This is an optimization exercise on Yosys and OpenROAD, whose aim is a short achievable clock period and few clock cycles per item, not a production implementation.
The RTL was checked by simulation tests, not by an equivalence proof against the original design.
Power is estimated from default activity; no workload was simulated.

### design/flow/flow/run.sh
#!/bin/bash
MARGIN=${MARGIN:-7}
sed -E "s/SETUP_SLACK_MARGIN=[^ ]+/SETUP_SLACK_MARGIN=${MARGIN}/" standard.sh > standard_margin.sh
bash standard_margin.sh > standard.log 2>&1
status=$?
tail -5 standard.log
exit $status
### design/flow/standard.sh
#!/bin/bash
# synth_recipe.tcl (not shown) runs the flow's synth.tcl, then flattens the netlist and writes it again
# the make line also repeats each setting of config.mk as NAME=value (left out here)
make -C /OpenROAD-flow-scripts/flow DESIGN_CONFIG=/design/flow/config.mk WORK_HOME=/design/flow/orfs CLKGATE_MAP_FILE= SYNTH_SCRIPT=/design/flow/synth_recipe.tcl "${@:-finish}"
### design/flow/config.mk
export PLATFORM = sky130hd
export DESIGN_NAME = ppm_frame_decoder_calibrated
export DESIGN_NICKNAME = ppm_frame_decoder_calibrated
export VERILOG_FILES = /design/flow/design.v
export SDC_FILE = /design/flow/constraint.sdc
export NUM_CORES = 4
export LEC_CHECK = 0
export CAP_MARGIN = 20
export CORE_MARGIN = 2
export CORE_UTILIZATION = 40
export PLACE_DENSITY = 0.6
export SETUP_SLACK_MARGIN = 5
export SLEW_MARGIN = 20
### design/flow/constraint.sdc
create_clock -name core_clock -period 10.0 [get_ports {i_clk}]
set_input_delay 2.0000 -clock core_clock [delete_from_list [all_inputs] [get_ports {i_clk}]]
set_output_delay 2.0000 -clock core_clock [all_outputs]
set_load 0.01 [all_outputs]
### design/flow/design.v
package ppmfd_pkg;
    localparam int AXIS_CHANNELS = 4;
    localparam int CH_W          = 2;
    localparam int US_W          = 16;
    localparam int AXIS_W        = 8;
    localparam int CFG_IDX_W     = 3;
    localparam int DIV_CNT_W     = $clog2(AXIS_W);
    typedef logic [US_W-1:0]      t_us;
    typedef logic [AXIS_W-1:0]    t_axis;
    typedef logic [CFG_IDX_W-1:0] t_cfg_idx;
    typedef logic [CH_W-1:0]      t_ch;
    localparam t_cfg_idx CFG_CALIBRATE  = t_cfg_idx'(0);
    localparam t_cfg_idx CFG_BUTTON_THR = t_cfg_idx'(1);
    localparam t_cfg_idx CFG_SYNC_MIN   = t_cfg_idx'(2);
    localparam t_cfg_idx CFG_SYNC_MAX   = t_cfg_idx'(3);
    localparam t_cfg_idx CFG_CAL_STEP   = t_cfg_idx'(4);
    localparam t_cfg_idx CFG_JITTER     = t_cfg_idx'(5);
    localparam logic RST_CALIBRATE  = 1'b1;
    localparam t_us  RST_BUTTON_THR = t_us'(1500);
    localparam t_us  RST_SYNC_MIN   = t_us'(5000);
    localparam t_us  RST_SYNC_MAX   = t_us'(20000);
    localparam t_us  RST_CAL_STEP   = t_us'(200);
    localparam t_us  RST_JITTER     = t_us'(20);
    localparam t_us  RST_BOUND      = t_us'(1500);
    localparam t_axis AXIS_FULL = t_axis'(255);
endpackage
module ppmfd_add #(
    parameter int W = 16
) (
    input  logic [W-1:0] i_a,
    input  logic [W-1:0] i_b,
    input  logic         i_cin,
    output logic [W-1:0] o_sum,
    output logic         o_cout
);
    localparam int LV = $clog2(W);
    wire [(LV+1)*W-1:0] w_g;
    wire [(LV+1)*W-1:0] w_p;
    wire [W-1:0]        w_x;
    assign w_x        = i_a ^ i_b;
    assign w_p[W-1:0] = w_x;
    assign w_g[W-1:0] = (i_a & i_b) | {{(W-1){1'b0}}, w_x[0] & i_cin};
    genvar l, i;
    generate
        for (l = 0; l < LV; l++) begin : g_lv
            for (i = 0; i < W; i++) begin : g_bit
                if (i >= (1 << l)) begin : g_op
                    assign w_g[(l+1)*W+i] = w_g[l*W+i] | (w_p[l*W+i] & w_g[l*W+i-(1<<l)]);
                    assign w_p[(l+1)*W+i] = w_p[l*W+i] & w_p[l*W+i-(1<<l)];
                end else begin : g_pass
                    assign w_g[(l+1)*W+i] = w_g[l*W+i];
                    assign w_p[(l+1)*W+i] = w_p[l*W+i];
                end
            end
        end
    endgenerate
    if (W > 1) begin : g_wide
        assign o_sum = w_x ^ {w_g[LV*W +: W-1], i_cin};
    end else begin : g_narrow
        assign o_sum = w_x ^ i_cin;
    end
    assign o_cout = w_g[LV*W+W-1];
endmodule
module ppmfd_sub #(
    parameter int W = 16
) (
    input  logic [W-1:0] i_a,
    input  logic [W-1:0] i_b,
    output logic [W-1:0] o_diff,
    output logic         o_lt
);
    logic w_cout;
    ppmfd_add #(.W(W)) u_add (.i_a(i_a), .i_b(~i_b), .i_cin(1'b1), .o_sum(o_diff), .o_cout(w_cout));
    assign o_lt = !w_cout;
endmodule
module ppmfd_sub3 #(
    parameter int W = 18
) (
    input  logic [W-1:0] i_x,
    input  logic [W-1:0] i_y,
    input  logic [W-1:0] i_z,
    output logic [W-1:0] o_diff
);
    logic [W-1:0] w_y, w_z, w_s, w_k;
    logic         w_cout;
    assign w_y = ~i_y;
    assign w_z = ~i_z;
    assign w_s = i_x ^ w_y ^ w_z;
    assign w_k = (i_x & w_y) | (i_x & w_z) | (w_y & w_z);
    ppmfd_add #(.W(W)) u_add (.i_a(w_s), .i_b({w_k[W-2:0], 1'b1}), .i_cin(1'b1),
                              .o_sum(o_diff), .o_cout(w_cout));
endmodule
module ppm_frame_decoder_calibrated #(
    parameter int FRAME_SLOTS = 7
) (
    input  logic         i_clk,
    input  logic         i_rst_n,
    input  logic         i_in_valid,
    output logic         o_in_ready,
    input  ppmfd_pkg::t_us i_in_interval_us,
    output logic         o_out_valid,
    input  logic         i_out_ready,
    output ppmfd_pkg::t_axis o_out_axis_x,
    output ppmfd_pkg::t_axis o_out_axis_y,
    output ppmfd_pkg::t_axis o_out_axis_rx,
    output ppmfd_pkg::t_axis o_out_axis_ry,
    output logic         o_out_button_a,
    output logic         o_out_button_b,
    input  logic         i_cfg_valid,
    output logic         o_cfg_ready,
    input  ppmfd_pkg::t_cfg_idx i_cfg_idx,
    input  ppmfd_pkg::t_us i_cfg_data
);
    localparam int NCH    = ppmfd_pkg::AXIS_CHANNELS;
    localparam int W      = ppmfd_pkg::US_W;
    localparam int AW     = ppmfd_pkg::AXIS_W;
    localparam int SLOT_W = $clog2(FRAME_SLOTS);
    localparam logic [SLOT_W-1:0] LAST_SLOT  = SLOT_W'(FRAME_SLOTS - 1);
    localparam int BTN_A_SLOT = NCH + 1;
    localparam int BTN_B_SLOT = NCH + 2;
    localparam int CH_Y  = 0;
    localparam int CH_RY = 1;
    localparam int CH_RX = 2;
    localparam int CH_X  = 3;
    localparam int FIFO_D  = 3;
    localparam int FIFO_AW = 2;
    localparam int RES_W   = 4 * AW + 2;
    localparam int OWED_OPEN = FIFO_D - 1;
    localparam int OWED_W    = 3;
    localparam int DIV_STEPS = AW / 2;
    localparam int TW        = W + 4;
    logic                 r_rst;
    logic                 r_iv;
    ppmfd_pkg::t_us       r_iv_data;
    logic                 r_cv;
    ppmfd_pkg::t_cfg_idx  r_cv_idx;
    ppmfd_pkg::t_us       r_cv_data;
    logic                 r_ready;
    logic                 r_ready_d;
    logic                 r_iv_raw;
    logic                 r_cv_raw;
    always_ff @(posedge i_clk) begin
        r_rst     <= !i_rst_n;
        r_iv_raw  <= i_in_valid && i_rst_n;
        r_cv_raw  <= i_cfg_valid && i_rst_n;
        r_ready_d <= r_ready;
        r_iv_data <= i_in_interval_us;
        r_cv_idx  <= i_cfg_idx;
        r_cv_data <= i_cfg_data;
    end
    assign o_in_ready  = r_ready;
    assign o_cfg_ready = r_ready;
    assign r_iv = r_iv_raw && r_ready_d;
    assign r_cv = r_cv_raw && r_ready_d;
    logic           r_calibrate;
    ppmfd_pkg::t_us r_button_thr;
    ppmfd_pkg::t_us r_sync_min;
    ppmfd_pkg::t_us r_sync_max;
    ppmfd_pkg::t_us r_cal_step;
    ppmfd_pkg::t_us r_jitter;
    logic [SLOT_W-1:0] r_slot;
    ppmfd_pkg::t_us    r_store [FRAME_SLOTS];
    logic              r_resync;
    ppmfd_pkg::t_us    r_min   [NCH];
    ppmfd_pkg::t_us    r_max   [NCH];
    ppmfd_pkg::t_us    r_prev  [NCH];
    ppmfd_pkg::t_axis  r_axis  [NCH];
    logic [DIV_STEPS+3:0] r_stage;
    ppmfd_pkg::t_us r_p      [NCH];
    logic           r_cal_lo [NCH];
    logic           r_cal_hi [NCH];
    logic           r_j1     [NCH];
    logic           r_btn_a1, r_btn_b1;
    ppmfd_pkg::t_us r_diff [NCH];
    ppmfd_pkg::t_us r_span [NCH];
    logic           r_j    [NCH];
    logic           r_in   [NCH];
    logic           r_full [NCH];
    logic           r_btn_a, r_btn_b;
    logic [W+1:0]     r_span3 [NCH];
    ppmfd_pkg::t_us   r_rem [NCH];
    ppmfd_pkg::t_axis r_sh  [NCH];
    logic [OWED_W-1:0]  r_owed;
    logic               r_out_valid;
    logic [RES_W-1:0]   r_out;
    logic [RES_W-1:0]   r_fifo [FIFO_D];
    logic [FIFO_AW-1:0] r_rd, r_wr;
    logic [FIFO_AW:0]   r_cnt;
    logic [SLOT_W-1:0] n_slot;
    logic              w_sync_hit;
    logic              w_close;
    logic              w_drop;
    logic              w_good;
    logic              w_above_min;
    logic              w_below_max;
    logic              w_s0_low;
    ppmfd_pkg::t_us    w_unused0, w_unused1, w_unused2;
    ppmfd_sub #(.W(W)) u_sync_lo (.i_a(r_sync_min), .i_b(r_iv_data), .o_diff(w_unused0), .o_lt(w_above_min));
    ppmfd_sub #(.W(W)) u_sync_hi (.i_a(r_iv_data), .i_b(r_sync_max), .o_diff(w_unused1), .o_lt(w_below_max));
    ppmfd_sub #(.W(W)) u_s0      (.i_a(r_store[0]), .i_b(r_sync_min), .o_diff(w_unused2), .o_lt(w_s0_low));
    always_comb begin
        n_slot     = (r_slot == LAST_SLOT) ? '0 : r_slot + SLOT_W'(1);
        w_sync_hit = r_resync && w_above_min && w_below_max;
        w_close    = r_iv && (n_slot == LAST_SLOT);
        w_drop     = !w_sync_hit && w_s0_low;
        w_good     = w_close && !w_drop;
    end
    logic [NCH-1:0][W+1:0] w_lo_room;
    logic [NCH-1:0][W+1:0] w_hi_room;
    logic [NCH-1:0][W+1:0] w_jit_dn;
    logic [NCH-1:0][W+1:0] w_jit_up;
    logic [NCH-1:0]        w_p_lt_lo;
    logic [NCH-1:0]        w_hi_lt_p;
    logic [NCH-1:0]        w_p_lt_prev;
    logic                  w_thr_lt_a, w_thr_lt_b;
    ppmfd_pkg::t_us        w_unused3, w_unused4;
    logic         w_cal_lo   [NCH];
    logic         w_cal_hi   [NCH];
    logic         w_j        [NCH];
    genvar gc;
    generate
        for (gc = 0; gc < NCH; gc++) begin : g_a1
            ppmfd_sub3 #(.W(W+2)) u_lo_room (.i_x({2'b0, r_min[gc]}), .i_y({2'b0, r_store[gc+1]}),
                                             .i_z({2'b0, r_cal_step}), .o_diff(w_lo_room[gc]));
            ppmfd_sub3 #(.W(W+2)) u_hi_room (.i_x({2'b0, r_store[gc+1]}), .i_y({2'b0, r_max[gc]}),
                                             .i_z({2'b0, r_cal_step}), .o_diff(w_hi_room[gc]));
            ppmfd_sub3 #(.W(W+2)) u_jit_dn  (.i_x({2'b0, r_prev[gc]}), .i_y({2'b0, r_store[gc+1]}),
                                             .i_z({2'b0, r_jitter}), .o_diff(w_jit_dn[gc]));
            ppmfd_sub3 #(.W(W+2)) u_jit_up  (.i_x({2'b0, r_store[gc+1]}), .i_y({2'b0, r_prev[gc]}),
                                             .i_z({2'b0, r_jitter}), .o_diff(w_jit_up[gc]));
            ppmfd_sub #(.W(W)) u_p_lo  (.i_a(r_store[gc+1]), .i_b(r_min[gc]),  .o_diff(), .o_lt(w_p_lt_lo[gc]));
            ppmfd_sub #(.W(W)) u_hi_p  (.i_a(r_max[gc]),     .i_b(r_store[gc+1]), .o_diff(), .o_lt(w_hi_lt_p[gc]));
            ppmfd_sub #(.W(W)) u_p_pv  (.i_a(r_store[gc+1]), .i_b(r_prev[gc]), .o_diff(), .o_lt(w_p_lt_prev[gc]));
        end
    endgenerate
    ppmfd_sub #(.W(W)) u_btn_a (.i_a(r_button_thr), .i_b(r_store[BTN_A_SLOT]), .o_diff(w_unused3), .o_lt(w_thr_lt_a));
    ppmfd_sub #(.W(W)) u_btn_b (.i_a(r_button_thr), .i_b(r_store[BTN_B_SLOT]), .o_diff(w_unused4), .o_lt(w_thr_lt_b));
    always_comb begin
        for (int c = 0; c < NCH; c++) begin
            w_cal_lo[c]  = r_calibrate && w_p_lt_lo[c] && w_lo_room[c][W+1];
            w_cal_hi[c]  = r_calibrate && w_hi_lt_p[c] && w_hi_room[c][W+1];
            w_j[c]       = w_p_lt_prev[c] ? w_jit_dn[c][W+1] : w_jit_up[c][W+1];
        end
    end
    ppmfd_pkg::t_us w_lo_new [NCH];
    ppmfd_pkg::t_us w_hi_new [NCH];
    logic [NCH-1:0][W-1:0] w_p_lo;
    logic [NCH-1:0][W-1:0] w_hi_p;
    logic [NCH-1:0][W-1:0] w_hi_lo;
    logic [NCH-1:0]        w_lo_lt_p;
    logic [NCH-1:0]        w_p_lt_hi;
    logic [NCH-1:0]        w_lo_lt_hi;
    ppmfd_pkg::t_us w_a_diff [NCH];
    ppmfd_pkg::t_us w_a_span [NCH];
    logic           w_a_in   [NCH];
    logic           w_a_full [NCH];
    generate
        for (gc = 0; gc < NCH; gc++) begin : g_a2
            ppmfd_sub #(.W(W)) u_p_lo  (.i_a(r_p[gc]),   .i_b(r_min[gc]), .o_diff(w_p_lo[gc]),  .o_lt());
            ppmfd_sub #(.W(W)) u_hi_p  (.i_a(r_max[gc]), .i_b(r_p[gc]),   .o_diff(w_hi_p[gc]),  .o_lt());
            ppmfd_sub #(.W(W)) u_hi_lo (.i_a(r_max[gc]), .i_b(r_min[gc]), .o_diff(w_hi_lo[gc]), .o_lt());
            ppmfd_sub #(.W(W)) u_lo_p  (.i_a(r_min[gc]), .i_b(r_p[gc]),   .o_diff(), .o_lt(w_lo_lt_p[gc]));
            ppmfd_sub #(.W(W)) u_p_hi  (.i_a(r_p[gc]),   .i_b(r_max[gc]), .o_diff(), .o_lt(w_p_lt_hi[gc]));
            ppmfd_sub #(.W(W)) u_lo_hi (.i_a(r_min[gc]), .i_b(r_max[gc]), .o_diff(), .o_lt(w_lo_lt_hi[gc]));
        end
    endgenerate
    always_comb begin
        for (int c = 0; c < NCH; c++) begin
            w_lo_new[c] = r_cal_lo[c] ? r_p[c] : r_min[c];
            w_hi_new[c] = r_cal_hi[c] ? r_p[c] : r_max[c];
            w_a_diff[c] = r_cal_lo[c] ? '0 : w_p_lo[c];
            if (r_cal_lo[c])      w_a_span[c] = r_cal_hi[c] ? '0 : w_hi_p[c];
            else if (r_cal_hi[c]) w_a_span[c] = w_p_lo[c];
            else                  w_a_span[c] = w_hi_lo[c];
            w_a_in[c]   = !r_cal_lo[c] && !r_cal_hi[c] && w_lo_lt_p[c] && w_p_lt_hi[c];
            if (r_cal_lo[c])      w_a_full[c] = 1'b0;
            else if (r_cal_hi[c]) w_a_full[c] = w_lo_lt_p[c];
            else                  w_a_full[c] = w_lo_lt_hi[c] && !w_p_lt_hi[c];
        end
    end
    logic [NCH-1:0][W-1:0]  w_rem0;
    logic [NCH-1:0][AW-1:0] w_sh0;
    logic [NCH-1:0][TW-1:0] w_t1;
    logic [NCH-1:0][TW-1:0] w_t2;
    logic [NCH-1:0][TW-1:0] w_t3;
    logic [NCH-1:0][W+1:0]  w_span3;
    logic [TW-1:0]    w_trial [NCH];
    ppmfd_pkg::t_us   w_rem_next [NCH];
    logic [1:0]       w_digit [NCH];
    generate
        for (gc = 0; gc < NCH; gc++) begin : g_div
            ppmfd_add #(.W(W)) u_rem0 (.i_a(r_diff[gc]), .i_b(~{{AW{1'b0}}, r_diff[gc][W-1:AW]}),
                                       .i_cin(r_diff[gc][AW-1:0] == '0), .o_sum(w_rem0[gc]), .o_cout());
            ppmfd_add #(.W(AW)) u_sh0 (.i_a(~r_diff[gc][AW-1:0]), .i_b('0), .i_cin(1'b1),
                                       .o_sum(w_sh0[gc]), .o_cout());
            ppmfd_sub  #(.W(TW)) u_t1 (.i_a(w_trial[gc]), .i_b({4'b0, r_span[gc]}),
                                       .o_diff(w_t1[gc]), .o_lt());
            ppmfd_sub  #(.W(TW)) u_t2 (.i_a(w_trial[gc]), .i_b({3'b0, r_span[gc], 1'b0}),
                                       .o_diff(w_t2[gc]), .o_lt());
            ppmfd_sub  #(.W(TW)) u_t3 (.i_a(w_trial[gc]), .i_b({2'b0, r_span3[gc]}),
                                       .o_diff(w_t3[gc]), .o_lt());
            ppmfd_add  #(.W(W+2)) u_span3 (.i_a({2'b0, r_span[gc]}), .i_b({1'b0, r_span[gc], 1'b0}),
                                           .i_cin(1'b0), .o_sum(w_span3[gc]), .o_cout());
        end
    endgenerate
    always_comb begin
        for (int c = 0; c < NCH; c++) begin
            w_trial[c] = {2'b0, r_rem[c], r_sh[c][AW-1:AW-2]};
            if (!w_t3[c][TW-1]) begin
                w_digit[c]    = 2'd3;
                w_rem_next[c] = w_t3[c][W-1:0];
            end else if (!w_t2[c][TW-1]) begin
                w_digit[c]    = 2'd2;
                w_rem_next[c] = w_t2[c][W-1:0];
            end else if (!w_t1[c][TW-1]) begin
                w_digit[c]    = 2'd1;
                w_rem_next[c] = w_t1[c][W-1:0];
            end else begin
                w_digit[c]    = 2'd0;
                w_rem_next[c] = w_trial[c][W-1:0];
            end
        end
    end
    logic             w_f_v;
    ppmfd_pkg::t_axis w_axis_new [NCH];
    logic [RES_W-1:0] w_res;
    always_comb begin
        w_f_v = r_stage[DIV_STEPS+3];
        for (int c = 0; c < NCH; c++) begin
            if (r_j[c]) begin
                if (r_in[c])        w_axis_new[c] = r_sh[c];
                else if (r_full[c]) w_axis_new[c] = ppmfd_pkg::AXIS_FULL;
                else                w_axis_new[c] = '0;
            end else begin
                w_axis_new[c] = r_axis[c];
            end
        end
        w_res = {w_axis_new[CH_X], w_axis_new[CH_Y], w_axis_new[CH_RX], w_axis_new[CH_RY],
                 r_btn_a, r_btn_b};
    end
    logic w_take;
    logic w_head_new;
    logic [FIFO_AW-1:0] w_rd_next;
    logic [FIFO_AW-1:0] w_wr_inc;
    logic [FIFO_AW:0]   w_cnt_next;
    logic [OWED_W-1:0]  w_owed_up;
    always_comb begin
        w_take     = (r_cnt != '0) && i_out_ready;
        w_rd_next  = !w_take ? r_rd : (r_rd == FIFO_AW'(FIFO_D - 1)) ? '0 : r_rd + FIFO_AW'(1);
        w_wr_inc   = (r_wr == FIFO_AW'(FIFO_D - 1)) ? '0 : r_wr + FIFO_AW'(1);
        w_cnt_next = r_cnt + (FIFO_AW+1)'(w_f_v) - (FIFO_AW+1)'(w_take);
        w_head_new = (r_cnt == '0) || (r_cnt == (FIFO_AW+1)'(1) && w_take);
        w_owed_up  = r_owed + OWED_W'(w_good);
    end
    always_ff @(posedge i_clk) begin
        r_out       <= w_head_new ? w_res : r_fifo[w_rd_next];
        r_out_valid <= i_rst_n && !r_rst && (w_cnt_next != '0);
        if (w_f_v) r_fifo[r_wr] <= w_res;
        if (r_rst) begin
            r_rd    <= '0;
            r_wr    <= '0;
            r_cnt   <= '0;
            r_owed  <= '0;
            r_ready <= 1'b1;
        end else begin
            r_rd    <= w_rd_next;
            if (w_f_v) r_wr <= w_wr_inc;
            r_cnt   <= w_cnt_next;
            r_owed  <= w_owed_up - OWED_W'(w_take);
            r_ready <= (w_owed_up <= OWED_W'(OWED_OPEN));
        end
    end
    always_ff @(posedge i_clk) begin
        if (r_rst) begin
            r_calibrate  <= ppmfd_pkg::RST_CALIBRATE;
            r_button_thr <= ppmfd_pkg::RST_BUTTON_THR;
            r_sync_min   <= ppmfd_pkg::RST_SYNC_MIN;
            r_sync_max   <= ppmfd_pkg::RST_SYNC_MAX;
            r_cal_step   <= ppmfd_pkg::RST_CAL_STEP;
            r_jitter     <= ppmfd_pkg::RST_JITTER;
            r_slot       <= '0;
            r_resync     <= 1'b0;
            r_stage      <= '0;
            for (int k = 0; k < FRAME_SLOTS; k++) begin
                r_store[k] <= '0;
            end
            for (int k = 0; k < NCH; k++) begin
                r_min[k]  <= ppmfd_pkg::RST_BOUND;
                r_max[k]  <= ppmfd_pkg::RST_BOUND;
                r_prev[k] <= '0;
                r_axis[k] <= '0;
            end
        end else begin
            if (r_cv) begin
                case (r_cv_idx)
                    ppmfd_pkg::CFG_CALIBRATE:  r_calibrate  <= r_cv_data[0];
                    ppmfd_pkg::CFG_BUTTON_THR: r_button_thr <= r_cv_data;
                    ppmfd_pkg::CFG_SYNC_MIN:   r_sync_min   <= r_cv_data;
                    ppmfd_pkg::CFG_SYNC_MAX:   r_sync_max   <= r_cv_data;
                    ppmfd_pkg::CFG_CAL_STEP:   r_cal_step   <= r_cv_data;
                    ppmfd_pkg::CFG_JITTER:     r_jitter     <= r_cv_data;
                    default: ;
                endcase
            end
            if (r_iv) begin
                r_store[n_slot] <= r_iv_data;
                if (w_sync_hit) begin
                    r_store[0] <= r_iv_data;
                    r_slot     <= '0;
                    r_resync   <= 1'b0;
                end else begin
                    r_slot <= n_slot;
                end
                if (w_close && w_drop) begin
                    r_resync <= 1'b1;
                end
            end
            r_stage <= {r_stage[DIV_STEPS+2:0], w_good};
            if (r_stage[0]) begin
                for (int c = 0; c < NCH; c++) begin
                    r_prev[c] <= r_store[c + 1];
                end
            end
            if (r_stage[1]) begin
                for (int c = 0; c < NCH; c++) begin
                    r_min[c] <= w_lo_new[c];
                    r_max[c] <= w_hi_new[c];
                end
            end
            if (w_f_v) begin
                for (int c = 0; c < NCH; c++) begin
                    r_axis[c] <= w_axis_new[c];
                end
            end
        end
    end
    always_ff @(posedge i_clk) begin
        if (r_stage[0]) begin
            for (int c = 0; c < NCH; c++) begin
                r_p[c]      <= r_store[c + 1];
                r_cal_lo[c] <= w_cal_lo[c];
                r_cal_hi[c] <= w_cal_hi[c];
                r_j1[c]     <= w_j[c];
            end
            r_btn_a1 <= !w_thr_lt_a;
            r_btn_b1 <= !w_thr_lt_b;
        end
        if (r_stage[1]) begin
            for (int c = 0; c < NCH; c++) begin
                r_diff[c] <= w_a_diff[c];
                r_span[c] <= w_a_span[c];
                r_j[c]    <= r_j1[c];
                r_in[c]   <= w_a_in[c];
                r_full[c] <= w_a_full[c];
            end
            r_btn_a <= r_btn_a1;
            r_btn_b <= r_btn_b1;
        end
        for (int c = 0; c < NCH; c++) begin
            if (r_stage[2]) begin
                r_rem[c] <= w_rem0[c];
                r_span3[c] <= w_span3[c];
                r_sh[c]  <= w_sh0[c];
            end else begin
                r_rem[c] <= w_rem_next[c];
                r_sh[c]  <= {r_sh[c][AW-3:0], w_digit[c]};
            end
        end
    end
    assign o_out_valid = r_out_valid;
    assign {o_out_axis_x, o_out_axis_y, o_out_axis_rx, o_out_axis_ry,
            o_out_button_a, o_out_button_b} = r_out;
endmodule
==> results of run 1 <==
==> synth_stat cells (15+ instances only) <==
cell,number
nor3_1,157
o21bai_1,22
a211o_1,82
buf_1,19
o31a_1,34
or2_2,18
o2111ai_1,23
o21a_1,184
nor2_1,633
nor4_1,16
fa_1,273
nor2b_1,137
inv_1,786
o22ai_1,25
o31ai_1,33
a21o_1,211
or3_1,42
xnor2_1,251
mux2i_1,172
a22oi_1,17
ha_1,1237
edfxtp_1,506
a2111oi_0,17
a31oi_1,56
o221a_2,20
nand2b_1,118
clkbuf_1,186
a221o_1,15
xor2_1,124
nand3b_1,22
and2_1,71
a21oi_1,644
nand3_1,93
dfxtp_1,498
nand4_1,55
nand2_1,651
and3_1,43
o21ai_0,457
o211ai_1,60
a211oi_1,69
a21boi_0,27
mux2_2,41
nor3b_1,19
==> flip-flops by register name, indices dropped and copies added (netlist names), 32 cells and up <==
register / count
r_max: 64
r_out: 34
r_fifo: 102
r_prev: 64
r_min: 64
r_sh: 32
r_span3: 72
r_p: 64
r_store: 112
r_diff: 64
r_axis: 32
r_span: 64
r_rem: 64
==> per-stage QoR <==
| stage | utilization | total power, uW | cell area [um^2] | instances | hold slack (ns) |
|---|---|---|---|---|---|
| after floorplan | - | 9090 | 79400 | 8384 | 0.394 |
| after global placement | 0.421 | 10400 | 83100 | 10900 | 0.382 |
| after detailed placement | 0.421 | 10500 | 83100 | 10900 | 0.378 |
| after CTS | 0.460 | 15600 | 90700 | 11400 | 0.393 |
| after global routing | 0.476 | 17000 | 93800 | 11500 | 0.409 |
| final | 0.476 | 16100 | 93800 | 11500 | 0.393 |
==> worst min-delay path by stage <==
stage	startpoint	endpoint	cells past startpoint
2_1_floorplan	r_ready$_SDFF_PP1_	r_ready_d$_DFF_P_	0
6_report	r_ready$_SDFF_PP1_	r_ready_d$_DFF_P_	0
3_3_place_gp	r_ready$_SDFF_PP1_	r_ready_d$_DFF_P_	0
4_1_cts	r_ready$_SDFF_PP1_	r_ready_d$_DFF_P_	0
3_5_place_dp	r_ready$_SDFF_PP1_	r_ready_d$_DFF_P_	0
5_1_grt	r_ready$_SDFF_PP1_	r_ready_d$_DFF_P_	0
==> power breakdown <==
part | switching (uW) | internal, uW | leakage [uW] | total (uW)
sequential | 435 | 4680 | 0.00882 | 5120
combinational | 3450 | 3050 | 0.0285 | 6510
clock | 1920 | 2590 | 0.00196 | 4510
==> final cells by class <==
cell class / count / area [um^2]
fillers: 18200 / 103000
multi-input cells: 6381 / 53300
flip-flops and latches: 1004 / 25400
repair buffers: 501 / 4690
well taps: 2640 / 3300
clock buffers: 147 / 3190
inverters: 790 / 3080
clock inverters: 75 / 892
diodes: 3 / 7.51
==> worst reg2reg max path, stage by stage (launching register included) <==
cell and delay (ns):
edfxtp_1 0.39, inv_2 0.07, ha_4 0.17, nand4bb_4 0.11, nor3_4 0.06, fa_2 0.43, inv_2 0.07, fa_2 0.21
nor2b_2 0.05, o21ai_2 0.16, a21boi_2 0.10, o21ai_2 0.19, a211oi_2 0.10, nand2b_4 0.16, or4_4 0.44, xnor2_2 0.16
a221o_1 0.32
==> cell families after synthesis <==
family | Yosys count | synth area share
muxes | 213 | 0.0275
xor gates and xnor gates | 375 | 0.0414
and+or+nand+nor | 2120 | 0.125
AOI/OAI and AO/OA | 2142 | 0.175
DFF | 1004 | 0.317
adders and majority gates | 1522 | 0.266
buffers and inverters | 1008 | 0.0480
==> what timing repair did <==
action | in CTS | in global routing
resized for setup | 645 | 482
pin swaps | 178 | 264
hold endpoints to repair | 0 | 0
gates cloned | 10 | 8
endpoints found under the setup margin | 302 | 237
setup buffers | 230 | 137
==> layer usage <==
metal	track usage	vias up	wire [um]
met2	0.357	1526	106000
met3	0.0229	289	11400
li1	-	30500	-
met4	0.0622	0	6350
met1	0.316	30600	110000
met5	0	-	0
==> cells in the final DEF (no fill, tap or decap), drive strengths merged, types with 273 or more instances in the layout <==
| master | synthesis | layout |
|---|---|---|
| o21ai | 458 | 461 |
| dfxtp | 498 | 498 |
| nor2 | 633 | 633 |
| edfxtp | 506 | 506 |
| ha | 1237 | 1237 |
| fa | 273 | 273 |
| a21oi | 645 | 645 |
| nand2 | 651 | 651 |
| inv | 786 | 768 |
| buf | 32 | 458 |
==> impl_metrics.ini, run 1 <==
[sta]
fin_ws_ns = 6.70
rsz0062_at_grt = yes
fmax_ghz = 0.303
setup_violations = 0
drv_slew = 0
skew_ns = 0.0965
hold_viol_final = 0
post-route-min-period_ns = 3.30
fin_crit_sh = 0.330
finalSetupTns_ns = 0
slew_headroom = 0.189
worst_pin_slew_ns = 1.21

[setup_path]
cp.required_ns = 8.00
r2r_end = r_rem[1][14]$_DFF_P_
crit_type = reg2out
max_stage_delay_ns = 0.36
worstPathArrival_ns = 1.30
path_delay_family = flip-flops
reg2regPathDepth = 16
r2r_start = r_diff[1][0]$_SDFFCE_PP0P_
crit_chain = buf_6
startpoint = r_out[4]$_DFF_P_
cp_num_cells = 1
cp-end-kind = primary output
critPathLaunchType = register
endpoint = o_out_axis_ry[2]
slowest_stage = dfxtp_4
worst-path-buf-inv = 1
r2r_slack_ns = 6.70
cp_max_fo = 1

[layout]
nNetsFinal = 10300
drive_above_1_share = 0.155
syn2layout_area_growth_pct = 18.4

[global_routing]
grt_first_pass_wirelength_mm = 357
grt_pass1_vias = 61700
gr-total-overflow = 0
grt.total_usage = 0.222
antenna_found_initial = 5
grt_max_degree = 186

[synthesis]
yosys.area.top_type = ha_1
synth_edf_count = 506
yosys_register_bits = 1004
ys_seq_area_frac = 0.317
synth_top_area_frac = 0.195
synth.distinct_cells = 91
synth_ff_type = edfxtp_1
async_flop_share = 0
netlist_area_um2 = 79300
synth_area_leaders = ha_1 (20%), edfxtp_1 (19%), dfxtp_1 (13%), fa_1 (6.9%), a21oi_1 (4.1%)
synth_warnings = 59
syn_area_per_cell_um2 = 9.46
synth.net_count = 9934
synthCells = 8384

[routing]
drc_errors = 0
via_count = 62900
drtPass1Iterations = 6
viasPerCell = 5.45
wl_mm = 234
dr.first_iter.drc_count = 4961
wl_per_cell_um = 20.3
antenna_left = 0

[placed_design]
port_buffers = 76
gp_congestion = 0.905
place_ws_ns = 5.51
dpl.hpwl_mm = 172

[die]
initial_core_util = 0.402
fp-row-count = 163
pin_count = 77
core_area_um2 = 197000
die_area_um2 = 202000
die_w_um = 449
die_h_um = 449

[run]
max-cap-violations = 0

[clock_tree]
cts_tree = done
clockRootBuffer = clkbuf_16
cts.sinks = 1004
clk_pin_slew_ns = 0.06
hold_buffers = 0
cts_buffers = 117
worst_skew_pair.late_latency_ns = 0.83
cts_max_level = 3
cts_max_path_buffers = 3

[power]
power_density_nw_per_um2 = 172
peakVddDrop_v = 0.000158
leakage_uw = 0.0393

[worst_hold_path]
hp-class = reg2reg

[outcome]
status = complete, no violations
Testbench counts, summed over its fixed seeds: cycles 11,280, frames 1,590.
==> run 2: changes to the inputs <==
--- a/design/flow/config.mk
+++ b/design/flow/config.mk
@@ -9,4 +9,4 @@
 export CORE_MARGIN = 2
-export CORE_UTILIZATION = 40
-export PLACE_DENSITY = 0.6
+export CORE_UTILIZATION = 50
+export PLACE_DENSITY = 0.8
 export SETUP_SLACK_MARGIN = 5
==> run 2 against run 1 <==
Net effect:
- still clean on timing, DRC and antenna
- count of clock-buffer cells in the layout grew 7
- area after synthesis is the same
- first-iteration DRC count grew 24%
- largest power group unchanged
==> impl_metrics.ini, run 2 <==
[outcome]
status = complete, no violations

[synthesis]
async_flop_share = 0
yosysMostFrequentCell = ha_1
synth_warnings = 59
yosys.area.top_type = ha_1
synth.distinct_cells = 91
syn_area_per_cell_um2 = 9.46
yosys_register_bits = 1004
synthCells = 8384
synth_edf_count = 506
synth.net_count = 9934
synth_area_leaders = ha_1 (20%), edfxtp_1 (19%), dfxtp_1 (13%), fa_1 (6.9%), a21oi_1 (4.1%)
synth_ff_type = edfxtp_1
synth_top_area_frac = 0.195
ys_seq_area_frac = 0.317
synth_common_cells = ha_1 (1237), inv_1 (786), nand2_1 (651)
netlist_area_um2 = 79300

[setup_path]
r2r_end = r_rem[1][14]$_DFF_P_
slowest_stage = or4_4
max_stage_delay_ns = 0.46
path_delay_family = compound AO/OA/AOI/OAI gates
crit_type = reg2reg
r2r_start = r_diff[1][1]$_SDFFCE_PP0P_
r2r_slack_ns = 6.66
worstPathArrival_ns = 3.99
cp.required_ns = 10.65
cp_max_fo = 3
cp-end-kind = register
crit_chain = inv_2, ha_4, nand4bb_4, nor3_4, fa_2, inv_2, fa_2, nor2b_1, o21ai_1, a21boi_1, o21ai_1, a211oi_2, nand2b_4, or4_4, xnor2_4, a221o_1
critPathLaunchType = register
worst-path-buf-inv = 2
reg2regPathDepth = 16

[sta]
rsz0062_at_grt = yes
worst_pin_slew_ns = 1.07
fin_crit_sh = 0.334
fmax_ghz = 0.300
fin_ws_ns = 6.66
post-route-min-period_ns = 3.34
slew_headroom = 0.284
finalSetupTns_ns = 0
setup_violations = 0
drv_slew = 0
whs_ns = 0.449
skew_ns = 0.0672
hold_viol_final = 0

[layout]
final_common_cell = ha_1
syn2layout_area_growth_pct = 16.5
final_cell_mix = ha_1 (1180), inv_1 (710), nand2_1 (643), nor2_1 (622), a21oi_1 (569)
drive_above_1_share = 0.149
ff_latch_area_um2 = 25300
regMostFlops = r_store
multi_input_area_um2 = 53100
top_regs = r_store x112, r_fifo x102, r_span3 x72
final_cells = 10900
nNetsFinal = 10300
n_fill_cell = 12600
largest_reg_flops = 112
n_antenna_cell = 0

[clock_tree]
cts_buffers = 106
clk_pin_slew_ns = 0.06
worst_skew_pair.late_latency_ns = 0.77
cts_max_path_buffers = 3
cts_max_level = 3
cts.sinks = 1004
hold_buffers = 0
clockRootBuffer = clkbuf_16
cts_tree = done

[die]
core_area_um2 = 158000
die_h_um = 402
fp-row-count = 146
die_area_um2 = 162000
die_w_um = 402
pin_count = 77
initial_core_util = 0.502

[run]
max-cap-violations = 0

[global_routing]
grt_pass1_vias = 63700
grt_first_pass_wirelength_mm = 349
antenna_found_initial = 6
grt_max_degree = 159
gr-total-overflow = 0
grt.total_usage = 0.268

[power]
fin_total_pwr_uw = 15800
power_density_nw_per_um2 = 171
peakVddDrop_v = 0.000163
leakage_uw = 0.0390

[placed_design]
gp_congestion = 0.948
dpl.hpwl_mm = 165
place_ws_ns = 5.55
port_buffers = 76
dpl.cell_count = 10400

[routing]
dr.first_iter.drc_count = 6165
wl_mm = 231
wl_per_cell_um = 21.2
via_count = 65500
viasPerCell = 5.99
antenna_left = 0
drc_errors = 0
drtPass1Iterations = 9

[worst_hold_path]
worstHoldEndpoint = r_stage[4]$_SDFF_PP0_
hold_depth = 1
hp-class = reg2reg
min_from = r_stage[3]$_SDFF_PP0_
[run 2: worst max path at each step]
stage,from,end,slack (ns),cells past startpoint
2_1_floorplan,i_out_ready,r_out_valid$_DFF_P_,6.43,10
3_3_place_gp,i_out_ready,r_out_valid$_DFF_P_,5.62,11
3_5_place_dp,i_out_ready,r_out_valid$_DFF_P_,5.55,11
4_1_cts,r_diff[1][1]$_SDFFCE_PP0P_,r_rem[1][14]$_DFF_P_,6.71,16
5_1_grt,r_diff[1][1]$_SDFFCE_PP0P_,r_rem[1][14]$_DFF_P_,6.53,16
6_report,r_diff[1][1]$_SDFFCE_PP0P_,r_rem[1][14]$_DFF_P_,6.66,16
[run 2: kinds of logic (layout without fill, tap and decap cells)]
family                     after synthesis  after routing  share of synthesized area
muxes                                  213            213                     0.0275
DFF                                   1004           1004                      0.317
buffers and inverters                 1008           1484                     0.0480
and+or+nand+nor                       2120           2121                      0.125
AOI/OAI and AO/OA                     2142           2148                      0.175
xor gates and xnor gates               375            375                     0.0414
adders and majority gates             1522           1522                      0.266
[run 2: power breakdown]
group / internal [uW] / total, uW / switching, uW
registers: 4680 / 5120 / 435
logic: 3010 / 6530 / 3520
clock network: 2360 / 4150 / 1800
[run 2: what timing repair did]
item | CTS | global route
endpoints found under the setup margin | 262 | 234
buffers inserted | 211 | 158
gates resized for setup | 598 | 456
gates cloned | 6 | 7
pin swaps | 143 | 248
[run 2: final cells by class]
class | count | share of cell area
clock buffer | 154 | 0.0335
tap | 2072 | 0.0281
clock inverter | 48 | 0.00661
multi-input combinational | 6379 | 0.575
sequential | 1004 | 0.274
timing repair buffer | 492 | 0.0488
inverter | 790 | 0.0333
[run 2: per-stage QoR]
step           utilization  cell area (um^2)
6_report             0.585             92300
5_1_grt              0.585             92300
4_1_cts              0.565             89200
3_5_place_dp         0.521             82300
3_3_place_gp         0.521             82300
2_1_floorplan            -             79400
[run 2: per-layer routing]
metal	share of wire	vias up	track usage	routed length (um)
met5	0.00019	-	0	43
met4	0.045	6	0.116	10500
met3	0.082	562	0.0410	18900
met2	0.46	2836	0.434	107000
met1	0.41	31600	0.357	95300
li1	-	30500	-	-
==> run 3: changes to the inputs <==
==> design/flow/flow/run.sh (replaced) <==
#!/bin/bash
MARGIN=${MARGIN:-6.8}
sed -E "s/SETUP_SLACK_MARGIN=[^ ]+/SETUP_SLACK_MARGIN=${MARGIN}/" standard.sh > standard_margin.sh
bash standard_margin.sh > standard.log 2>&1
status=$?
tail -5 standard.log
exit $status
--- a/design/flow/config.mk
+++ b/design/flow/config.mk
@@ -9,4 +9,6 @@
 export CORE_MARGIN = 2
-export CORE_UTILIZATION = 50
-export PLACE_DENSITY = 0.8
+export CORE_UTILIZATION = 40
+export CTS_CLUSTER_DIAMETER = 80
+export CTS_CLUSTER_SIZE = 20
+export PLACE_DENSITY = 0.6
 export SETUP_SLACK_MARGIN = 5
==> run 3 against run 2 <==
Net effect:
- register-to-register slack better by 0.04 ns
- wire length is 1.3% lower
- synthesized cell count stayed put
- clock skew is 0.021 ns lower
- sequential power hardly changed
- maximum frequency is 1.3% higher
- critical path depth is 1 lower
- largest power group unchanged
==> impl_metrics.ini, run 3 <==
[routing]
drc_errors = 0
wl_per_cell_um = 20.1
drtPass1Iterations = 7
via_count = 61800
antenna_left = 0
viasPerCell = 5.45
dr.first_iter.drc_count = 4498
wl_mm = 228

[power]
leakage_uw = 0.0379
power_density_nw_per_um2 = 165
fin_total_pwr_uw = 14900
peakVddDrop_v = 0.000138

[placed_design]
port_buffers = 76
place_area_um2 = 83000
place_ws_ns = 5.54
gp_congestion = 0.906
dpl.hpwl_mm = 172

[worst_hold_path]
hp-class = reg2reg
worstHoldEndpoint = r_stage[5]$_SDFF_PP0_
hold_depth = 1
min_from = r_stage[4]$_SDFF_PP0_

[global_routing]
grt_pass1_vias = 60600
antenna_found_initial = 2
grt_first_pass_wirelength_mm = 350
grt_max_degree = 131
grt.total_usage = 0.218
gr-total-overflow = 0

[sta]
worst_pin_slew_ns = 1.14
slew_headroom = 0.236
fin_crit_sh = 0.329
rsz0062_at_grt = yes
hold_viol_final = 0
drv_slew = 0
fin_ws_ns = 6.71
setup_violations = 0
post-route-min-period_ns = 3.29
skew_ns = 0.0465
finalSetupTns_ns = 0
fmax_ghz = 0.304

[setup_path]
worstPathArrival_ns = 3.92
cp_max_fo = 3
cp.required_ns = 10.62
crit_type = reg2reg
critPathLaunchType = register
reg2regPathDepth = 15
cp-end-kind = register
r2r_end = r_rem[0][14]$_DFF_P_
r2r_start = r_diff[0][4]$_SDFFCE_PP0P_
r2r_slack_ns = 6.71

[die]
core_area_um2 = 197000
pin_count = 77
die_area_um2 = 202000
die_w_um = 449
fp-row-count = 163
initial_core_util = 0.402
die_h_um = 449

[synthesis]
synth.distinct_cells = 91
synth_top_area_frac = 0.195
synth_common_cells = ha_1 (1237), inv_1 (786), nand2_1 (651)
synth.net_count = 9934
ys_seq_area_frac = 0.317
yosys.area.top_type = ha_1
synth_edf_count = 506
netlist_area_um2 = 79300
syn_area_per_cell_um2 = 9.46
synthCells = 8384
synth_warnings = 59
synth_ff_type = edfxtp_1
yosys_register_bits = 1004
yosysMostFrequentCell = ha_1
synth_area_leaders = ha_1 (20%), edfxtp_1 (19%), dfxtp_1 (13%), fa_1 (6.9%), a21oi_1 (4.1%)
async_flop_share = 0

[clock_tree]
cts.sinks = 1004
hold_buffers = 0
worst_skew_pair.late_latency_ns = 0.76
cts_tree = done
cts_max_path_buffers = 3
cts_max_level = 3
cts_buffers = 88
clockRootBuffer = clkbuf_16
clk_pin_slew_ns = 0.09

[layout]
syn2layout_area_growth_pct = 13.7
drive_above_1_share = 0.112
final_cell_mix = ha_1 (1213), inv_1 (741), nand2_1 (644), nor2_1 (630), a21oi_1 (602)
top_regs = r_store x112, r_fifo x102, r_span3 x72
n_fill_cell = 18600
final_common_cell = ha_1
regMostFlops = r_store
nNetsFinal = 10200
post-route-cell-area_um2 = 90100
largest_reg_flops = 112
final_util = 0.457

[run]
max-cap-violations = 0

[outcome]
status = complete, no violations
[run 3: logic make-up (layout without fill, tap and decap cells)]
kind of cell	after synthesis	count (layout)	share of synthesized area
AOI/OAI and AO/OA	2142	2145	0.175
and+or+nand+nor	2120	2121	0.125
adders and majority gates	1522	1522	0.266
buffers and inverters	1008	1317	0.0480
DFF	1004	1004	0.317
xor gates and xnor gates	375	375	0.0414
muxes	213	213	0.0275
other	0	1	0
[run 3: what timing repair did]
item / 4_1_cts / 5_1_grt
setup endpoints to repair: 211 / 162
cloned: 4 / 4
resized for setup: 428 / 331
buffers inserted: 122 / 109
pin swaps: 74 / 138
endpoints found under the hold margin: 0 / 0
[run 3: through the flow]
step,instances,hold slack [ns]
6_report,11300,0.441
5_1_grt,11300,0.456
4_1_cts,11200,0.432
3_5_place_dp,10900,0.401
3_3_place_gp,10900,0.401
2_1_floorplan,8384,0.394
[run 3: layout make-up]
type                            instances  area, um^2  area share
Multi-Input combinational cell       6376       52100       0.578
Inverter                              790        3040      0.0337
Timing Repair Buffer                  361        3320      0.0369
Antenna cell                            1        2.50   0.0000278
Sequential cell                      1004       25300       0.281
Tap cell                             2640        3300      0.0366
Clock inverter                         61         746     0.00827
Clock buffer                          105        2360      0.0262
[run 3: worst max path at each step]
stage                                      end                        from  slack (ns)  depth (start not counted)
after floorplan            r_out_valid$_DFF_P_                 i_out_ready        6.43                         10
after global placement     r_out_valid$_DFF_P_                 i_out_ready        5.58                         11
after detailed placement   r_out_valid$_DFF_P_                 i_out_ready        5.54                         11
after CTS                 r_rem[1][14]$_DFF_P_  r_diff[1][0]$_SDFFCE_PP0P_        6.70                         16
after global routing      r_rem[0][14]$_DFF_P_  r_diff[0][4]$_SDFFCE_PP0P_        6.54                         15
final                     r_rem[0][14]$_DFF_P_  r_diff[0][4]$_SDFFCE_PP0P_        6.71                         15
[run 3: power breakdown]
part	internal (uW)	total (uW)	switching, uW
sequential	4680	5100	423
combinational	2780	6050	3270
clock	1840	3750	1910
total	9290	14900	5600
[run 3: layer usage]
metal | share of wire | GRT usage | routed length, um
met1 | 0.47 | 0.307 | 107000
met5 | 0 | 0 | 0
met4 | 0.024 | 0.0586 | 5500
met2 | 0.46 | 0.352 | 104000
met3 | 0.051 | 0.0249 | 11600
[run 3: critical path: stages, from the launching register on]
cell       delay (ns)
edfxtp_1         0.49
nor2_1           0.19
nand4bb_1        0.18
nor3_2           0.22
fa_2             0.27
inv_2            0.04
fa_2             0.35
nor2b_1          0.12
o21ai_1          0.08
a21boi_1         0.24
o21ai_2          0.10
a21boi_2         0.18
o21ai_2          0.10
and3_1           0.18
o21a_1           0.21
a211o_1          0.24
==> run 4: changes to the inputs <==
==> design/flow/flow/run.sh (replaced) <==
#!/bin/bash
MARGIN=${MARGIN:-7}
sed -E "s/SETUP_SLACK_MARGIN=[^ ]+/SETUP_SLACK_MARGIN=${MARGIN}/" standard.sh > standard_margin.sh
bash standard_margin.sh > standard.log 2>&1
status=$?
tail -5 standard.log
exit $status
==> run 4 against run 3 <==
Net effect:
- sequential share of layout area shrank 0.75 points
- sequential power about the same
- cell area grew 3.0%
- critical path type unchanged
==> impl_metrics.ini, run 4 <==
[clock_tree]
clk_pin_slew_ns = 0.08
clockRootBuffer = clkbuf_16
cts.sinks = 1004
cts_tree = done
cts_max_level = 3
worst_skew_pair.late_latency_ns = 0.75
cts_max_path_buffers = 3
cts_buffers = 86

[layout]
regMostFlops = r_store
nNetsFinal = 10300
syn2layout_area_growth_pct = 17.1
largest_reg_flops = 112
final_cell_mix = ha_1 (1163), inv_1 (705), nand2_1 (640), nor2_1 (621), a21oi_1 (574)
n_fill_cell = 18300
top_regs = r_store x112, r_fifo x102, r_span3 x72
drive_above_1_share = 0.153
final_common_cell = ha_1
final_util = 0.471

[placed_design]
place_ws_ns = 5.51
dpl.hpwl_mm = 172
gp_congestion = 0.905
port_buffers = 76

[power]
p_seq_frac = 0.334
leakage_uw = 0.0388
clockPowerShare = 0.238
intPower_uw = 9560
swShare = 0.376
fin_total_pwr_uw = 15300
netSwitchingPower_uw = 5770
peakVddDrop_v = 0.000161
power_frac_comb = 0.429
power_density_nw_per_um2 = 165

[synthesis]
synth_edf_count = 506
async_flop_share = 0
synth_area_leaders = ha_1 (20%), edfxtp_1 (19%), dfxtp_1 (13%), fa_1 (6.9%), a21oi_1 (4.1%)
yosys.area.top_type = ha_1
yosysMostFrequentCell = ha_1
ys_seq_area_frac = 0.317
netlist_area_um2 = 79300
yosys_register_bits = 1004
synth_common_cells = ha_1 (1237), inv_1 (786), nand2_1 (651)
synth.distinct_cells = 91
synth_warnings = 59
synthCells = 8384
synth.net_count = 9934
syn_area_per_cell_um2 = 9.46
synth_ff_type = edfxtp_1
synth_top_area_frac = 0.195

[setup_path]
worst-path-buf-inv = 2
slowest_stage = or4_4
crit_chain = inv_2, ha_4, nand4bb_4, nor3_4, fa_2, inv_2, fa_2, nor2b_2, o21ai_2, a21boi_2, o21ai_2, a211oi_2, nand2b_4, or4_4, xnor2_2, a221o_1
cp_num_cells = 16
critPathLaunchType = register
r2r_end = r_rem[1][14]$_DFF_P_
cp_max_fo = 2
worstPathArrival_ns = 3.84
r2r_start = r_diff[1][0]$_SDFFCE_PP0P_
endpoint = r_rem[1][14]$_DFF_P_
reg2regPathDepth = 16
cp-end-kind = register
cp.required_ns = 10.58
crit_type = reg2reg
max_stage_delay_ns = 0.44
r2r_slack_ns = 6.74
startpoint = r_diff[1][0]$_SDFFCE_PP0P_
path_delay_family = compound AO/OA/AOI/OAI gates

[global_routing]
grt.total_usage = 0.221
gr-total-overflow = 0
grt_first_pass_wirelength_mm = 356
antenna_found_initial = 5
grt_pass1_vias = 61500
grt_max_degree = 186

[die]
die_w_um = 449
pin_count = 77
die_area_um2 = 202000
die_h_um = 449
fp-row-count = 163
initial_core_util = 0.402
core_area_um2 = 197000

[outcome]
status = complete, no violations

[routing]
drtPass1Iterations = 8
viasPerCell = 5.47
wl_mm = 233
dr.first_iter.drc_count = 4834
wl_per_cell_um = 20.3
antenna_left = 0
drc_errors = 0
via_count = 62800

[worst_hold_path]
hp-class = reg2reg

[run]
max-cap-violations = 0

[sta]
fmax_ghz = 0.307
slew_headroom = 0.257
worst_pin_slew_ns = 1.11
skew_ns = 0.0499
rsz0062_at_grt = yes
fin_crit_sh = 0.326
post-route-min-period_ns = 3.26
drv_slew = 0
finalSetupTns_ns = 0
fin_ws_ns = 6.74
setup_violations = 0
hold_viol_final = 0
run 4: cell counts after synthesis:
Identical to the previous run, type by type.
run 4: repair_timing:
| action | in CTS | in global routing |
|---|---|---|
| cloned | 11 | 6 |
| endpoints found under the setup margin | 304 | 219 |
| pin swaps | 194 | 244 |
| buffers inserted | 242 | 127 |
| hold buffers | 0 | 0 |
| resized for setup | 697 | 435 |
| endpoints found under the hold margin | 0 | 0 |
run 4: metal layers:
layer / up-vias / part of all wire / track usage
met2: 1459 / 0.45 / 0.353
met3: 267 / 0.047 / 0.0232
met5: - / 0.000051 / 0
met1: 30600 / 0.47 / 0.315
li1: 30400 / - / -
met4: 2 / 0.027 / 0.0640
run 4: how the worst min path moves through the flow:
stage | from | to | depth (start not counted)
final | r_ready$_SDFF_PP1_ | r_ready_d$_DFF_P_ | 0
after global routing | r_ready$_SDFF_PP1_ | r_ready_d$_DFF_P_ | 0
after CTS | r_ready$_SDFF_PP1_ | r_ready_d$_DFF_P_ | 0
after detailed placement | r_ready$_SDFF_PP1_ | r_ready_d$_DFF_P_ | 0
after global placement | r_ready$_SDFF_PP1_ | r_ready_d$_DFF_P_ | 0
after floorplan | r_ready$_SDFF_PP1_ | r_ready_d$_DFF_P_ | 0
run 4: layout make-up:
class,instances,area [um^2],share of cell area
clock buffer,106,2310,0.0248
sequential,1004,25400,0.273
inverter,790,3090,0.0332
timing repair buffer,503,4650,0.0501
tap,2640,3300,0.0356
clock inverter,55,686,0.00738
antenna,2,5.00,0.0000539
multi-input combinational,6380,53400,0.576
run 4: power by group through the flow:
stage | Clock [uW] | Combinational [uW] | Sequential [uW]
after detailed placement | 0 | 5320 | 5140
after CTS | 3730 | 5970 | 5080
after floorplan | 0 | 4100 | 5000
final | 3640 | 6570 | 5110
after global routing | 3870 | 7190 | 5150
after global placement | 0 | 5210 | 5140
run 4: per-stage QoR:
stage	std cells	hold slack (ns)	instance area [um^2]
finish	11500	0.398	92900
CTS	11300	0.396	89800
global route	11500	0.415	92800
floorplan	8384	0.394	79400
global placement	10900	0.382	83100
detailed placement	10900	0.378	83100
run 4: worst reg2reg max path, cell delays in order (launching register included):
cell	delay [ns]
edfxtp_1	0.40
inv_2	0.07
ha_4	0.17
nand4bb_4	0.10
nor3_4	0.06
fa_2	0.41
inv_2	0.07
fa_2	0.20
nor2b_2	0.05
o21ai_2	0.16
a21boi_2	0.10
o21ai_2	0.19
a211oi_2	0.10
nand2b_4	0.16
or4_4	0.44
xnor2_2	0.16
a221o_1	0.32
run 4: cell families (layout without fill, tap and decap cells):
logic type	after synthesis	in the layout	share of synthesized area
AO/OA/AOI/OAI	2142	2148	0.175
AND/OR/NAND/NOR	2120	2122	0.125
adder cells (fa/ha/maj)	1522	1522	0.266
buffers and inverters	1008	1454	0.0480
XOR/XNOR	375	375	0.0414
multiplexers	213	213	0.0275
flip-flops	1004	1004	0.317
other	0	2	0
==> run 5: changes to the inputs <==
--- a/design/flow/config.mk
+++ b/design/flow/config.mk
@@ -9,6 +9,6 @@
 export CORE_MARGIN = 2
-export CORE_UTILIZATION = 40
+export CORE_UTILIZATION = 50
 export CTS_CLUSTER_DIAMETER = 80
 export CTS_CLUSTER_SIZE = 20
-export PLACE_DENSITY = 0.6
+export PLACE_DENSITY = 0.65
 export SETUP_SLACK_MARGIN = 5
==> run 5 against run 4 <==
Net effect:
- non-clock buffer count up 72
- clock skew down 0.018 ns
- utilization is 12 points higher
- critical path depth fell by 1
- area after synthesis unchanged
- hold slack better by 0.037 ns
- maximum frequency down 0.41%
- sequential share of layout area rose by 0.10 points
- highest routed layer unchanged
- combinational power rose by 4.0%
==> impl_metrics.ini, run 5 <==
[sta]
setup_violations = 0
hold_viol_final = 0
finalSetupTns_ns = 0
worst_pin_slew_ns = 1.09
fmax_ghz = 0.305
fin_crit_sh = 0.327
fin_ws_ns = 6.73
drv_slew = 0
skew_ns = 0.0323
rsz0062_at_grt = yes
slew_headroom = 0.264
post-route-min-period_ns = 3.27

[setup_path]
worstPathArrival_ns = 3.91
path_delay_family = compound AO/OA/AOI/OAI gates
cp-end-kind = register
crit_chain = buf_6, buf_6, inv_4, ha_4, o211ai_1, a21oi_2, o21a_1, o2111a_1, o211ai_1, buf_4, and2_4, buf_12, mux2i_1, mux2i_1, mux2i_1
cp_max_fo = 5
cp.required_ns = 10.63
critPathLaunchType = register
crit_type = reg2reg
worst-path-buf-inv = 5
slowest_stage = edfxtp_1
max_stage_delay_ns = 0.47
cp_common_cell = mux2i_1

[synthesis]
netlist_area_um2 = 79300
synth.distinct_cells = 91
yosys_register_bits = 1004
synth_warnings = 59
synthCells = 8384
yosys.area.top_type = ha_1
synth_common_cells = ha_1 (1237), inv_1 (786), nand2_1 (651)
synth.net_count = 9934
syn_area_per_cell_um2 = 9.46
synth_top_area_frac = 0.195
async_flop_share = 0
synth_ff_type = edfxtp_1
yosysMostFrequentCell = ha_1
ys_seq_area_frac = 0.317
synth_area_leaders = ha_1 (20%), edfxtp_1 (19%), dfxtp_1 (13%), fa_1 (6.9%), a21oi_1 (4.1%)
synth_edf_count = 506

[clock_tree]
hold_buffers = 0
cts_max_level = 3
cts_max_path_buffers = 3
worst_skew_pair.late_latency_ns = 0.72
cts_tree = done
cts_buffers = 76
cts.sinks = 1004
clockRootBuffer = clkbuf_16
clk_pin_slew_ns = 0.08

[global_routing]
antenna_found_initial = 6
gr-total-overflow = 0
grt_first_pass_wirelength_mm = 349
grt.total_usage = 0.272
grt_max_degree = 93
grt_pass1_vias = 61400

[layout]
final_util = 0.586
syn2layout_area_growth_pct = 16.7
final_cell_mix = ha_1 (1159), inv_1 (707), nand2_1 (642), nor2_1 (622), a21oi_1 (566)
final_common_cell = ha_1
top_regs = r_store x112, r_fifo x102, r_span3 x72
nNetsFinal = 10400
drive_above_1_share = 0.158
largest_reg_flops = 112
final_cells = 11000
regMostFlops = r_store

[power]
fin_total_pwr_uw = 15300
peakVddDrop_v = 0.000140
power_density_nw_per_um2 = 165
leakage_uw = 0.0390

[routing]
viasPerCell = 5.81
dr.first_iter.drc_count = 5302
wl_mm = 232
via_count = 63600
wl_per_cell_um = 21.1
drtPass1Iterations = 6
antenna_left = 0
drc_errors = 0

[die]
initial_core_util = 0.502
pin_count = 77
fp-row-count = 146
die_area_um2 = 162000
die_w_um = 402
die_h_um = 402
core_area_um2 = 158000

[outcome]
status = complete, no violations

[placed_design]
place_ws_ns = 5.59
dpl.hpwl_mm = 168
port_buffers = 76
gp_congestion = 0.922
dpl.cell_count = 10400

[run]
max-cap-violations = 0

[worst_hold_path]
hp-class = reg2reg
-- run 5: metrics by stage --
stage / hold slack [ns] / area [um^2]
global route: 0.448 / 92500
floorplan: 0.394 / 79400
finish: 0.435 / 92500
detailed placement: 0.424 / 82400
CTS: 0.443 / 88600
global placement: 0.417 / 82300
-- run 5: layout make-up --
class	instances	area, um^2
inverter	790	3060
tap	2072	2590
fill	13400	65300
sequential	1004	25400
clock buffer	103	2110
multi-input combinational	6379	53600
timing repair buffer	575	5330
clock inverter	38	479
antenna	2	5.00
-- run 5: routing by layer --
layer	wire length, um	up-vias	track usage
li1	-	30600	-
met1	106000	30900	0.392
met2	105000	1854	0.431
met3	14400	312	0.0335
met4	6170	4	0.0711
met5	29	-	0
-- run 5: cell families (layout without fill, tap and decap cells) --
kind of cell,Yosys count,in the layout,share of synthesized area
adder cells (fa/ha/maj),1522,1522,0.266
AO/OA/AOI/OAI,2142,2146,0.175
other,0,2,0
XOR/XNOR,375,375,0.0414
buffers and inverters,1008,1506,0.0480
multiplexers,213,213,0.0275
flip-flops,1004,1004,0.317
AND/OR/NAND/NOR,2120,2123,0.125
-- run 5: where the power goes --
group	internal, uW	switching, uW
logic	3230	3600
registers	4680	442
clock network	1640	1690
-- run 5: path summary, 6_finish.rpt --
kind / from / end / slack (ns) / cells past startpoint
worst min register to register: r_stage[5]$_SDFF_PP0_ / r_stage[6]$_SDFF_PP0_ / 0.43 / 1
worst max register to register: r_span[1][0]$_DFFE_PP_ / r_rem[1][9]$_DFF_P_ / 6.73 / 15
worst max-delay path: r_span[1][0]$_DFFE_PP_ / r_rem[1][9]$_DFF_P_ / 6.73 / 15
worst min-delay path: r_stage[5]$_SDFF_PP0_ / r_stage[6]$_SDFF_PP0_ / 0.43 / 1
-- run 5: repair_timing --
action,in CTS,in global routing
gates resized for setup,648,570
cloned,8,8
setup buffers,252,185
endpoints found under the setup margin,267,236
endpoints found under the hold margin,0,0
pin swaps,182,282
==> run 6: changes to the inputs <==
==> design/flow/flow/run.sh (replaced) <==
#!/bin/bash
MARGIN=${MARGIN:-7}
sed -E -e "s/SETUP_SLACK_MARGIN=[^ ]+/SETUP_SLACK_MARGIN=${MARGIN} SKIP_CTS_REPAIR_TIMING=1/" standard.sh > standard_margin.sh
bash standard_margin.sh > standard.log 2>&1
status=$?
tail -5 standard.log
exit $status
--- a/design/flow/config.mk
+++ b/design/flow/config.mk
@@ -9,6 +9,6 @@
 export CORE_MARGIN = 2
-export CORE_UTILIZATION = 50
+export CORE_UTILIZATION = 40
 export CTS_CLUSTER_DIAMETER = 80
 export CTS_CLUSTER_SIZE = 20
-export PLACE_DENSITY = 0.65
+export PLACE_DENSITY = 0.6
 export SETUP_SLACK_MARGIN = 5
==> run 6 against run 5 <==
Net effect:
- sequential cell count is the same
- highest routed layer is now met4
- die area rose by 25%
- utilization is 12 points lower
- largest power group unchanged
- final cell count increased by 4.2%
- register-to-register slack worse by 0.05 ns
- power is 0.63% lower
- critical endpoint is now r_rem[0][14]$_DFF_P_
- area after synthesis stayed put
- worst setup slack worse by 0.051 ns
==> impl_metrics.ini, run 6 <==
[synthesis]
synth.net_count = 9934
synth_top_area_frac = 0.195
synth_common_cells = ha_1 (1237), inv_1 (786), nand2_1 (651)
syn_area_per_cell_um2 = 9.46
synth_ff_type = edfxtp_1
yosys_register_bits = 1004
synthCells = 8384
async_flop_share = 0
ys_seq_area_frac = 0.317
synth.distinct_cells = 91
netlist_area_um2 = 79300
yosysMostFrequentCell = ha_1
synth_area_leaders = ha_1 (20%), edfxtp_1 (19%), dfxtp_1 (13%), fa_1 (6.9%), a21oi_1 (4.1%)
synth_warnings = 59
yosys.area.top_type = ha_1
synth_edf_count = 506

[setup_path]
cp-end-kind = register
max_stage_delay_ns = 0.50
cp_max_fo = 4
crit_chain = nor2_2, nand4bb_1, nor3_2, fa_2, inv_2, fa_2, nor2b_1, o21ai_1, a21boi_1, o21ai_1, a21boi_1, o21ai_2, and3_1, o21a_1, a211o_1
critPathLaunchType = register
worstPathArrival_ns = 3.94
slowest_stage = edfxtp_1
crit_type = reg2reg
cp.required_ns = 10.61

[die]
die_h_um = 449
die_area_um2 = 202000
core_area_um2 = 197000
die_w_um = 449
pin_count = 77
initial_core_util = 0.402
fp-row-count = 163

[global_routing]
grt_max_degree = 186
grt_pass1_vias = 59400
met3_usage = 0.0205
gr-total-overflow = 0
grt_use_met2 = 0.339
use_met1 = 0.308
grt.total_usage = 0.213
antenna_found_initial = 4
grt_first_pass_wirelength_mm = 344
busiest_layer = met2

[placed_design]
place_ws_ns = 5.51
gp_congestion = 0.905
dpl.hpwl_mm = 172
dpl.cell_count = 10900
port_buffers = 76

[sta]
hold_viol_final = 0
rsz0062_at_grt = yes
fin_crit_sh = 0.332
skew_ns = 0.0498
post-route-min-period_ns = 3.32
drv_slew = 0
setup_violations = 0
fin_ws_ns = 6.68
worst_pin_slew_ns = 1.10
finalSetupTns_ns = 0
slew_headroom = 0.265
fmax_ghz = 0.301

[clock_tree]
clockRootBuffer = clkbuf_16
cts_tree = done
worst_skew_pair.late_latency_ns = 0.75
cts_max_level = 3
cts_max_path_buffers = 3
cts.sinks = 1004
clk_pin_slew_ns = 0.08
cts_buffers = 86

[power]
leakage_uw = 0.0384
fin_total_pwr_uw = 15200
peakVddDrop_v = 0.000159
power_density_nw_per_um2 = 165

[routing]
antenna_left = 0
dr.first_iter.drc_count = 4804
drc_errors = 0
via_count = 62400
wl_mm = 230
viasPerCell = 5.47
drtPass1Iterations = 6
wl_per_cell_um = 20.1

[layout]
final_common_cell = ha_1
final_cells = 11400
final_cell_mix = ha_1 (1173), inv_1 (716), nand2_1 (639), nor2_1 (620), a21oi_1 (576)
ff_latch_area_um2 = 25300
nNetsFinal = 10300
top_regs = r_store x112, r_fifo x102, r_span3 x72
multi_input_area_um2 = 53200
syn2layout_area_growth_pct = 16.0
largest_reg_flops = 112
regMostFlops = r_store
drive_above_1_share = 0.142
n_fill_cell = 18400

[run]
max-cap-violations = 0

[worst_hold_path]
hp-class = reg2reg

[outcome]
status = complete, no violations
[run 6: cell count changes in the layout (fill, tap and decap cells not counted), moves of 11 or more]
cell	previous run	this run
o21ai_0	338	350
buf_6	135	67
inv_8	6	17
buf_4	365	297
ha_1	1159	1173
[run 6: layout make-up]
cell class / instances / share of cell area
antenna: 1 / 0.0000272
clock buffer: 106 / 0.0251
clock inverter: 55 / 0.00746
inverter: 790 / 0.0335
multi-input combinational: 6381 / 0.578
sequential: 1004 / 0.276
tap: 2640 / 0.0359
timing repair buffer: 442 / 0.0441
[run 6: per-stage QoR]
stage | hold WS (ns) | cell area [um^2] | util
detailed placement | 0.378 | 83100 | 0.421
CTS | 0.392 | 86100 | 0.436
floorplan | 0.394 | 79400 | -
finish | 0.397 | 91900 | 0.466
global route | 0.415 | 91900 | 0.466
global placement | 0.382 | 83100 | 0.421
[run 6: cells by family after synthesis]
kind of cell | count (synthesis) | share of synthesized area
AOI/OAI and AO/OA | 2142 | 0.175
xor gates and xnor gates | 375 | 0.0414
adders and majority gates | 1522 | 0.266
buffers and inverters | 1008 | 0.0480
DFF | 1004 | 0.317
muxes | 213 | 0.0275
and+or+nand+nor | 2120 | 0.125
[run 6: path summary, 6_finish.rpt]
kind,startpoint,endpoint,slack (ns),depth (start not counted)
min,r_ready$_SDFF_PP1_,r_ready_d$_DFF_P_,0.40,0
min reg2reg,r_ready$_SDFF_PP1_,r_ready_d$_DFF_P_,0.40,0
max,r_diff[0][3]$_SDFFCE_PP0P_,r_rem[0][14]$_DFF_P_,6.68,15
max reg2reg,r_diff[0][3]$_SDFFCE_PP0P_,r_rem[0][14]$_DFF_P_,6.68,15
[run 6: metal layers]
layer | vias to the layer above | wire length [um] | share of wire
met1 | 30300 | 109000 | 0.47
met2 | 1527 | 103000 | 0.45
met4 | 0 | 6590 | 0.029
li1 | 30300 | - | -
met3 | 296 | 11200 | 0.049
met5 | - | 0 | 0
[run 6: where the power goes]
part           switching, uW  internal, uW  total (uW)  leakage [uW]
clock network           1850          1790        3640       0.00145
logic                   3410          3020        6430        0.0282
registers                436          4680        5110       0.00882
total                   5700          9480       15200        0.0384
[run 6: critical path, delay by kind of cell (launching register included)]
kind	cells	cell delay, ns
simple gates	5	0.89
flops	1	0.50
compound gates	7	1.17
buf+inv	1	0.04
fa+ha+maj	2	0.59

port drivers added, routing unchanged:
The results above use ideal ports. As a check the final layouts listed here were re-extracted and re-timed, cells and wires unchanged. Step 1 assumes that a clkbuf_16 drives the clock port and a buf_2 every other input. Step 2 moves the port delays by t, midway between the first and last clock arrival at a register: inputs arrive t later, outputs are due t later. That takes back most of the time a late clock gives input paths. Three values: ideal ports, drivers, drivers and shift; two values: the first two.
run	t, ns	setup WS [ns]	pins driven straight from the clock port
run 1	0.863	6.702 / 6.615 / 6.257	1
run 2	0.827	6.663 / 6.663 / 6.294	1
run 3	0.828	6.706 / 6.672 / 6.099	1
run 4	0.807	6.739 / 6.688 / 6.300	1
run 5	0.792	6.726 / 6.655 / 6.105	1
run 6	0.799	6.675 / 6.675 / 6.288	1
After both steps setup and hold are still met in every run listed. The setup slack of run 5, which loses most, moves by -0.071 ns with the drivers and by -0.621 ns with both steps.
